Source: an optimization exercise on an open RTL-to-GDS flow (aim: small area, a short achievable clock period and few clock cycles per item). Production flows keep margins and buffers that such runs may drop. The RTL was checked by simulation tests, not by an equivalence proof against the original design.

Setup of before:
## lc4_core
module lc4_core
(
    input  logic        gwe,
    input  logic        i_arst_n,
    input  logic        i_insn_valid,
    input  logic [15:0] i_insn,
    output logic        o_insn_ready,
    output logic        o_ret_valid,
    input  logic        i_ret_ready,
    output logic [15:0] o_ret_insn,
    output logic        o_ret_we,
    output logic [2:0]  o_ret_wsel,
    output logic [15:0] o_ret_data,
    output logic [2:0]  o_ret_nzp
);
For scale: roughly 1700 cells after synthesis, ~15000 um2 of cells after synthesis.
Settings: LEC_CHECK=0, ABC_AREA=1, CAP_MARGIN=20, CORE_MARGIN=2, CORE_UTILIZATION=40, PLACE_DENSITY=0.6, SETUP_SLACK_MARGIN=4.5, SLEW_MARGIN=20, TNS_END_PERCENT=0; clock period 8.2 ns.
run.sh (not shown) runs the stock make flow with config.mk's settings and CLKGATE_MAP_FILE= SYNTH_SCRIPT=/design/flow/synth_recipe.tcl, a recipe that flattens the netlist after the stock synthesis.
Every stage of the flow completed for before, and the final layout passed the timing, design-rule and antenna checks.
Testbench counts of before, summed over its fixed seeds: cycles 16,336, items 16,000.
#### Input delta (after over before)
# before
export LEC_CHECK = 0
export ABC_AREA = 1
export CAP_MARGIN = 20
export CORE_MARGIN = 2
export CORE_UTILIZATION = 40
export PLACE_DENSITY = 0.6
export SETUP_SLACK_MARGIN = 4.5
export SLEW_MARGIN = 20
export TNS_END_PERCENT = 0
create_clock -name core_clock -period 8.2 [get_ports {gwe}]
# after
export LEC_CHECK = 0
export ABC_AREA = 1
export CAP_MARGIN = 20
export CORE_MARGIN = 2
export CORE_UTILIZATION = 40
export PLACE_DENSITY = 0.6
export SLEW_MARGIN = 20
create_clock -name core_clock -period 8.2 [get_ports {gwe}]
Notes after the runs:
after ran to completion and came out clean on the timing, design-rule and antenna checks.
before: no failed stages, no open violations at the end
Summary of the comparison: register-to-register slack is lower in after, relative to before.
Number of nets in the layout shrinks by a few percent when moving from before to after.
Per the comparison of after with before, number of ordinary and repair buffers in the finished layout now sits lower, growth of design area from synthesis to finish down 4.7 points.
STATUS post-route worst setup slack: after loses against before
The met1 routing resource usage after global routing reported for after is greater than that of before by 0.54 points.

## run 1
Another version of the RTL of lc4_core (not shown whole).
Size: ~1900 cells after synthesis, ~240 flip-flops, ~61 I/O pins.
// lc4_core
module lc4_core
(
    input  logic        gwe,
    input  logic        i_arst_n,
    input  logic        i_insn_valid,
    input  logic [15:0] i_insn,
    output logic        o_insn_ready,
    output logic        o_ret_valid,
    input  logic        i_ret_ready,
    output logic [15:0] o_ret_insn,
    output logic        o_ret_we,
    output logic [2:0]  o_ret_wsel,
    output logic [15:0] o_ret_data,
    output logic [2:0]  o_ret_nzp
);
    logic        x_valid;
    logic [15:0] x_insn;
    logic [7:0]  x_rs_hot;
    logic [7:0]  x_rt_hot;
    logic [7:0]  y_rd_hot;
    logic [7:0]  x_rd_hot;
    logic [7:0]  in_rs_hot;
    logic [7:0]  in_rt_hot;
    logic        in_use_a;
    logic        in_use_b;
    logic        h_xi_a;
    logic        h_xi_b;
    logic        h_yi_a;
    logic        h_yi_b;
    logic        h_yx_a;
    logic        h_yx_b;
    logic        x_go;
    logic        byp_a_f;
    logic        byp_b_f;
    logic        stall_f;
    logic        byp_a_h;
    logic        byp_b_h;
    logic        stall_h;
    logic        byp_a;
    logic        byp_b;
    logic        x_we;
    logic        x_mul;
    logic        x_use_a;
    logic        x_use_b;
    logic [15:0] rf_a;
    logic [15:0] rf_b;
    logic [15:0] a;
    logic [15:0] b;
    logic [15:0] x_s;
    logic [15:0] x_c;
    logic [15:0] x_d;
    logic        x_k;
    logic        stall;
    logic        y_free;
    logic        x_fire;
    logic        x_load;
    logic        x_cimm;
    logic        x_csub;
    logic        x_cnot;
    logic [15:0] src_insn;
    logic        y_valid;
    logic [15:0] y_insn;
    logic [15:0] y_s;
    logic [15:8] y_c;
    logic [15:8] y_d;
    logic        y_k;
    logic [15:8] y_t;
    logic [15:8] y_u;
    logic [15:8] y_hi;
    logic        y_fwd;    
    logic        y_mw;     
    logic [15:0] y_sum;
    logic        y_zero;
  ...
clock: 8.2 ns
lec_check: 0
abc_area: 1
cap_margin: 20
core_margin: 2
core_utilization: 40
gpl_routability_driven: 0
place_density: 0.6
setup_slack_margin: 4.0
slew_margin: 20
tns_end_percent: 0
Run 1 ended with every stage complete and zero timing, DRC or antenna violations.
Testbench counts of run 1, summed over its fixed seeds: cycles 16,336, items 16,000.
diff inputs: run 1 => run 2
- SETUP_SLACK_MARGIN now 3.5, was 4.0
- GPL_ROUTABILITY_DRIVEN no longer set, was 0
==> comparison <==
Run 2 was carried through to the last stage, and its layout satisfied the timing, design-rule and antenna checks. Re flip-flop and latch share of the layout cell area: run 2 and run 1 aren't equal, and the higher value belongs to run 1. Cmp run 2 vs run 1: depth of the most critical reg-to-reg path higher in run 2. Re non-clock buffer total of the final layout: run 2 is 22 up on run 1. Run 2 falls short of run 1 in post-route worst setup slack. Diff run 1..run 2 | footprint of the flip-flops and latches | negligible. When run 2 is set beside run 1, its post-placement setup slack turns out to be 61 ps smaller. Taking run 1 as the reference, in run 2 met2 track utilization from global routing down 0.60 points; fraction of area in clock buffers and inverters was more or less identical.
For run 3, these inputs were changed with respect to run 2:
- a change of TNS_END_PERCENT from 0 to 20
- a change of SETUP_SLACK_MARGIN from 3.5 to 4.0
--- outcome ---
Number of multi-input logic gates: run 2 vs run 3 — no meaningful difference. Per the comparison of run 3 with run 2, detailed-routed wire length on met2 rose 1100 um; detailed-routed wire length on met3 rose 13%. Cell with the biggest individual delay on the critical path: sky130_fd_sc_hd__fa_2 -> run 2, sky130_fd_sc_hd__fa_1 -> run 3. Delta (run 3 minus run 2): routed length on met1 shows an increase of 0.36%; largest fanout on the critical path now sits lower.

[separate check: timing with driven ports]
No port has a modelled driver above. Below, the same layouts with a new extraction and two added sets of constraints.
Step 1 sets driving cells, clkbuf_16 on the clock port and buf_2 on the other inputs (assumed; they add their load-dependent delay and slew).
Step 2, shift: input delay + t, output delay - t, t = (earliest + latest rising clock arrival at the registers) / 2. This alone moves slack from input paths to output paths.
Slacks: ideal ports / drivers / drivers and shift; pairs: ideal ports / drivers.
run	shift t [ns]	setup slack, ns	clock arrival spread, ns
before	0.573	3.239 / 3.192 / 3.216	0.026 / 0.026
after	0.600	1.922 / 1.869 / 2.054	0.024 / 0.024
run 1	0.588	3.501 / 3.452 / 3.523	0.013 / 0.014
run 2	0.601	3.484 / 3.435 / 3.521	0.017 / 0.017
run 3	0.605	3.523 / 3.472 / 3.772	0.016 / 0.015
After both steps every run listed still meets setup and hold. The setup slack of before, which loses most, moves by -0.047 ns with the drivers and by -0.023 ns with both steps.
